This design comes from an exercise in tuning for small area and a short achievable clock period on the open sky130 flow, not from production work. Where RTL was checked, it was by simulation tests only, not by an equivalence proof against the original. Power and IR drop assume default switching activity.

// zic_mmr_ctrl
module zic_mmr_ctrl #(
	parameter int                 NUM_IRQ  = 48,
	parameter zic_pkg::zic_addr_t MMR_BASE = 16'h1000
)
(
	input  logic                zic_clk,
	input  logic                zic_rst,
	input  logic                wdt_reset_i,
	input  zic_pkg::zic_addr_t  zic_mmr_write_addr_i,
	input  zic_pkg::zic_data_t  zic_mmr_write_data_i,
	input  logic                zic_mmr_write_en_i,
	input  zic_pkg::zic_addr_t  zic_mmr_read_addr_i,
	input  logic                zic_mmr_read_en_i,
	input  logic [NUM_IRQ-1:0]  zic_int_pending_i,
	input  logic                zic_int_pending_valid_i,
	input  logic [NUM_IRQ-1:0]  zic_int_enable_i,
	input  logic                zic_int_enable_valid_i,
	output logic [NUM_IRQ-1:0]  zic_int_en_o,
	output zic_pkg::zic_data_t  zic_mmr_read_data_o,
	output logic                zic_mmr_read_valid_o
);
	localparam int BW = zic_pkg::ZIC_BYTE_W;
	logic [15:0] wa, ra;
	assign wa = zic_mmr_write_addr_i;
	assign ra = zic_mmr_read_addr_i;
	logic wr_blk, rd_blk;
	assign wr_blk = zic_mmr_write_en_i && (wa[15:8] == MMR_BASE[15:8]);
	assign rd_blk = zic_mmr_read_en_i  && (ra[15:8] == MMR_BASE[15:8]);
	logic [3:0] wg1_n, wg2_n, rg1_n, rg2_n;
	logic [2:0] wg3_n, rg3_n;
	for (genvar i = 0; i < 4; i++)
	begin : g_pre
		assign wg1_n[i] = !(wa[3:2] == i);
		assign wg2_n[i] = !(wa[5:4] == i);
		assign rg1_n[i] = !(ra[3:2] == i);
		assign rg2_n[i] = !(ra[5:4] == i);
		if (i < 3)
		begin : g_top
			assign wg3_n[i] = !(wr_blk && wa[7:6] == i);
			assign rg3_n[i] = !(rd_blk && ra[7:6] == i);
		end
	end
	logic wdt, wdt_n;
  ...
==> flow/config.mk <==
export PLATFORM = sky130hd
export DESIGN_NAME = zic_mmr_ctrl
export DESIGN_NICKNAME = zic_mmr_ctrl
export VERILOG_FILES = /design/flow/design.v
export SDC_FILE = /design/flow/constraint.sdc
export NUM_CORES = 4
export LEC_CHECK = 0
export CAP_MARGIN = 20
export CORE_MARGIN = 2
export CORE_UTILIZATION = 40
export PLACE_DENSITY = 0.6
export SLEW_MARGIN = 20
export SYNTH_HIERARCHICAL = 1
==> flow/constraint.sdc <==
create_clock -name core_clock -period 4.0 [get_ports {zic_clk}]
set_input_delay 0.8000 -clock core_clock [delete_from_list [all_inputs] [get_ports {zic_clk}]]
set_output_delay 0.8000 -clock core_clock [all_outputs]
set_load 0.01 [all_outputs]
run.sh (not shown) runs the stock make flow with config.mk's settings and CLKGATE_MAP_FILE= SYNTH_SCRIPT=/design/flow/synth_recipe.tcl, a recipe that flattens the netlist after the stock synthesis.
Rerun with:
- SETUP_SLACK_MARGIN: unset -> 2.0
After rerunning: The changed run completed without violations. Non-clock buffer count goes up by 222. Setup slack improved by 390 ps. Register-to-register slack got worse by 140 ps. Global-route usage goes up by 1.5 points. First-iteration DRC count goes up by 22%. Cell count goes up by 7.7%. Die area stays the same. Worst hold slack improved by 130 ps. Core utilization goes up by 5.9 points.
No run of this note included a check of the RTL's function; only the layout flow was run.

zic_mmr_ctrl, a different RTL version from the one above (not shown whole).
Size: ~1,900 cells after synthesis, ~490 flip-flops, roughly 250 I/O pins, ~23,000 um^2 of cells after synthesis.
clock: 4.0 ns
lec_check: 0
cap_margin: 20
core_margin: 2
core_utilization: 60
place_density: 0.75
setup_slack_margin: 2.6
slew_margin: 20
synth_hierarchical: 1
tns_end_percent: 0
standard.sh (not shown) runs the stock make flow with config.mk's settings and CLKGATE_MAP_FILE= SYNTH_SCRIPT=/design/flow/synth_recipe.tcl, a recipe that flattens the netlist after the stock synthesis.
==> flow/flow/run.sh <==
#!/bin/bash
# Standard ORFS layout (the standard.sh) with:
#  - small plain buffers on the ports instead of the delay cell that
#    buffer_ports picks by default;
#  - clock tree built from clkbuf_16 sink clusters, without dummy loads;
#  - combinational cells reset to drive strength 1 after floorplan
#    (downsize.tcl), so that timing repair sizes up only what it needs;
#  - one more worst-path setup repair after global routing (post_grt.tcl).
set -e
export BUFFER_PORTS_ARGS="-buffer_cell sky130_fd_sc_hd__buf_2"
export CTS_ARGS="-sink_clustering_enable -repair_clock_nets -dont_use_dummy_load -buf_list sky130_fd_sc_hd__clkbuf_16 -sink_clustering_size 25 -sink_clustering_max_diameter 80"
export POST_FLOORPLAN_TCL="$PWD/flow/downsize.tcl"
export POST_GLOBAL_ROUTE_TCL="$PWD/flow/post_grt.tcl"
bash standard.sh > standard.log 2>&1
==> flow/flow/downsize.tcl <==
# Start every combinational cell from synthesis at its smallest drive
# strength; the timing repair later in the flow sizes up what paths need.
# Registers, tie cells and tap cells are left as they are.
set n 0
foreach inst [[ord::get_db_block] getInsts] {
  set m [[$inst getMaster] getName]
  if {![regexp {^sky130_fd_sc_hd__(\w+?)_(\d+)$} $m -> fn sz]} { continue }
  if {[regexp {^(df|sdf|edf|sedf|dl|conb|tap|fill|decap|clk)} $fn]} { continue }
  if {$sz eq "0" || $sz eq "1"} { continue }
  set target sky130_fd_sc_hd__${fn}_1
  if {[llength [get_lib_cells -quiet $target]] == 0} { continue }
  replace_cell [$inst getName] $target
  incr n
}
puts "downsize: $n cells set to drive strength 1"
==> flow/flow/post_grt.tcl <==
# After global routing: more setup repair on the worst path, with
# global-route parasitics, in a few rounds; after each round re-legalise
# and re-route the nets it touched (as global_route.tcl does after its own
# repairs), so the next round sees the updated routes.
for {set round 0} {$round < 4} {incr round} {
  estimate_parasitics -global_routing
  repair_timing -setup -setup_margin 3.0 -repair_tns 0 -max_passes 50 -verbose
  global_route -start_incremental
  detailed_placement
  global_route -end_incremental
}
estimate_parasitics -global_routing
The first run produced a clean layout.
Rerun with:
==> flow/flow/post_grt.tcl (replaced) <==
# After global routing: one more setup repair, on the worst path only,
# with global-route parasitics, then re-legalise and re-route the nets
# it touched (as global_route.tcl does after its own repairs).
estimate_parasitics -global_routing
repair_timing -setup -setup_margin 3.0 -repair_tns 0 -max_passes 50 -verbose
global_route -start_incremental
detailed_placement
global_route -end_incremental
estimate_parasitics -global_routing
Outcome: Final cell count stays the same. Routed wire length stays the same. Die area does not change. Worst setup slack does not change. Sequential power barely changes.
Rerun with:
==> flow/flow/run.sh (replaced) <==
#!/bin/bash
# Standard ORFS layout (the standard.sh) with:
#  - small plain buffers on the ports instead of the delay cell that
#    buffer_ports picks by default;
#  - clock tree built from clkbuf_16 sink clusters, without dummy loads;
#  - combinational cells reset to drive strength 1 after floorplan
#    (downsize.tcl), so that timing repair sizes up only what it needs.
set -e
export BUFFER_PORTS_ARGS="-buffer_cell sky130_fd_sc_hd__buf_2"
export CTS_ARGS="-sink_clustering_enable -repair_clock_nets -dont_use_dummy_load -buf_list sky130_fd_sc_hd__clkbuf_16 -sink_clustering_size 25 -sink_clustering_max_diameter 80"
export POST_FLOORPLAN_TCL="$PWD/flow/downsize.tcl"
bash standard.sh > standard.log 2>&1
SETUP_SLACK_MARGIN = 2.2   (was 2.6)
removed: flow/flow/post_grt.tcl
Result: The changed run went through all stages and came out clean. Global-route usage went down by 0.16 points. Via count barely changes. Die area is unchanged. Worst hold slack is worse by 0.019 ns. Worst setup slack is worse by 0.023 ns. Register-to-register slack degrades by 0.06 ns. Combinational power is lower by about 2%. Sequential share of layout area increases by 0.36 points. Area after synthesis does not change. Design area falls by 0.72%.
Rerun with:
--- a/flow/flow/run.sh
+++ b/flow/flow/run.sh
@@ -5,8 +5,10 @@
 #  - clock tree built from clkbuf_16 sink clusters, without dummy loads;
 #  - combinational cells reset to drive strength 1 after floorplan
-#    (downsize.tcl), so that timing repair sizes up only what it needs.
+#    (downsize.tcl), so that timing repair sizes up only what it needs;
+#  - one more worst-path setup repair after global routing (post_grt.tcl).
 set -e
 export BUFFER_PORTS_ARGS="-buffer_cell sky130_fd_sc_hd__buf_2"
 export CTS_ARGS="-sink_clustering_enable -repair_clock_nets -dont_use_dummy_load -buf_list sky130_fd_sc_hd__clkbuf_16 -sink_clustering_size 25 -sink_clustering_max_diameter 80"
 export POST_FLOORPLAN_TCL="$PWD/flow/downsize.tcl"
+export POST_GLOBAL_ROUTE_TCL="$PWD/flow/post_grt.tcl"
 bash standard.sh > standard.log 2>&1
==> flow/flow/post_grt.tcl (new file) <==
# After global routing: one more setup repair, on the worst path only,
# with global-route parasitics, then re-legalise and re-route the nets
# it touched (as global_route.tcl does after its own repairs).
estimate_parasitics -global_routing
repair_timing -setup -setup_margin 3.0 -repair_tns 0 -max_passes 50 -verbose
global_route -start_incremental
detailed_placement
global_route -end_incremental
estimate_parasitics -global_routing
PLACE_DENSITY = 0.9   (was 0.75)
SETUP_SLACK_MARGIN = 2.6   (was 2.2)
- The new run passed the timing, design-rule and antenna checks
- non-clock buffer count grows by 10
- setup slack got worse by 0.039 ns
- sequential power stays flat
Rerun with:
--- a/flow/flow/run.sh
+++ b/flow/flow/run.sh
@@ -6,4 +6,6 @@
 #  - combinational cells reset to drive strength 1 after floorplan
 #    (downsize.tcl), so that timing repair sizes up only what it needs;
+#  - buf_1 port buffers on the slack-rich hardware load vector inputs
+#    (post_gp.tcl);
 #  - one more worst-path setup repair after global routing (post_grt.tcl).
 set -e
@@ -11,4 +13,5 @@
 export CTS_ARGS="-sink_clustering_enable -repair_clock_nets -dont_use_dummy_load -buf_list sky130_fd_sc_hd__clkbuf_16 -sink_clustering_size 25 -sink_clustering_max_diameter 80"
 export POST_FLOORPLAN_TCL="$PWD/flow/downsize.tcl"
+export POST_GLOBAL_PLACE_TCL="$PWD/flow/post_gp.tcl"
 export POST_GLOBAL_ROUTE_TCL="$PWD/flow/post_grt.tcl"
 bash standard.sh > standard.log 2>&1
==> flow/flow/post_gp.tcl (new file) <==
# The hardware load vectors (zic_int_pending_i, zic_int_enable_i) feed one
# mux input each and have several ns of slack: give their port buffers
# the smallest plain buffer instead of buf_2.
set n 0
foreach bt [[ord::get_db_block] getBTerms] {
  if {![string match "zic_int_pending_i*" [$bt getName]] && ![string match "zic_int_enable_i*" [$bt getName]]} { continue }
  set net [$bt getNet]
  if {$net eq "NULL"} { continue }
  foreach it [$net getITerms] {
    set inst [$it getInst]
    if {[[$inst getMaster] getName] eq "sky130_fd_sc_hd__buf_2"} {
      replace_cell [$inst getName] sky130_fd_sc_hd__buf_1
      incr n
    }
  }
}
puts "post_gp: $n port buffers set to buf_1"
PLACE_DENSITY = 0.75   (was 0.9)
=> Routed wire length came out lower by 2.7%. Final cell count is about the same. Final area falls by 2.0%.
Rerun with:
--- a/flow/flow/run.sh
+++ b/flow/flow/run.sh
@@ -6,12 +6,11 @@
 #  - combinational cells reset to drive strength 1 after floorplan
 #    (downsize.tcl), so that timing repair sizes up only what it needs;
-#  - buf_1 port buffers on the slack-rich hardware load vector inputs
-#    (post_gp.tcl);
 #  - one more worst-path setup repair after global routing (post_grt.tcl).
+#  - resistance-aware global routing.
 set -e
 export BUFFER_PORTS_ARGS="-buffer_cell sky130_fd_sc_hd__buf_2"
 export CTS_ARGS="-sink_clustering_enable -repair_clock_nets -dont_use_dummy_load -buf_list sky130_fd_sc_hd__clkbuf_16 -sink_clustering_size 25 -sink_clustering_max_diameter 80"
 export POST_FLOORPLAN_TCL="$PWD/flow/downsize.tcl"
-export POST_GLOBAL_PLACE_TCL="$PWD/flow/post_gp.tcl"
 export POST_GLOBAL_ROUTE_TCL="$PWD/flow/post_grt.tcl"
+export ENABLE_RESISTANCE_AWARE=1
 bash standard.sh > standard.log 2>&1
removed: flow/flow/post_gp.tcl
The new run finished with timing, DRC and antenna clean. Fmax is about the same. Routed wire length barely changes. Final cell count climbs by 0.37%. Clock-buffer cell count climbs by 1.

==> separate check: timing with driven ports <==
How much do the figures lean on ideal ports? The routed layouts below were timed once more, with nothing changed but the port constraints.
Step 1 sets driving cells, clkbuf_16 on the clock port and buf_2 on the other inputs (assumed; they add their load-dependent delay and slew).
Step 2 adds t to the input delays and takes it off the output delays; t is the mean of the earliest and latest rising clock arrival at the registers after step 1. Input paths then give back, and output paths get back, about the clock's delay inside the block.
a / b / c = no drivers / after step 1 / after step 2; a / b = the first two.
run | t (ns) | setup slack, ns | hold slack, ns | worst register clock-pin slew, ns | worst data-port slew with drivers (ns)
the first run of note 1 | 0.657 | 0.924 / 0.952 / 0.295 | 0.175 / 0.172 / 0.492 | 0.06 / 0.06 | 0.07
the second run of note 1 | 0.650 | 1.313 / 1.307 / 0.657 | 0.307 / 0.297 / 0.496 | 0.07 / 0.07 | 0.10
the first run of note 2 | 0.636 | 1.970 / 1.975 / 1.353 | 0.183 / 0.178 / 0.503 | 0.10 / 0.10 | 0.08
the second run of note 2 | 0.636 | 1.970 / 1.975 / 1.353 | 0.183 / 0.178 / 0.503 | 0.10 / 0.10 | 0.08
the third run of note 2 | 0.635 | 1.947 / 1.949 / 1.314 | 0.165 / 0.158 / 0.503 | 0.10 / 0.10 | 0.08
the fourth run of note 2 | 0.632 | 1.908 / 1.922 / 1.290 | 0.215 / 0.216 / 0.505 | 0.10 / 0.10 | 0.08
the fifth run of note 2 | 0.633 | 1.988 / 1.976 / 1.356 | 0.180 / 0.172 / 0.503 | 0.10 / 0.10 | 0.09
the sixth run of note 2 | 0.639 | 1.982 / 1.972 / 1.341 | 0.164 / 0.156 / 0.503 | 0.10 / 0.10 | 0.08
After both steps every run listed still meets setup and hold. The setup slack of the second run of note 1, which loses most, moves by -0.006 ns with the drivers and by -0.656 ns with both steps.
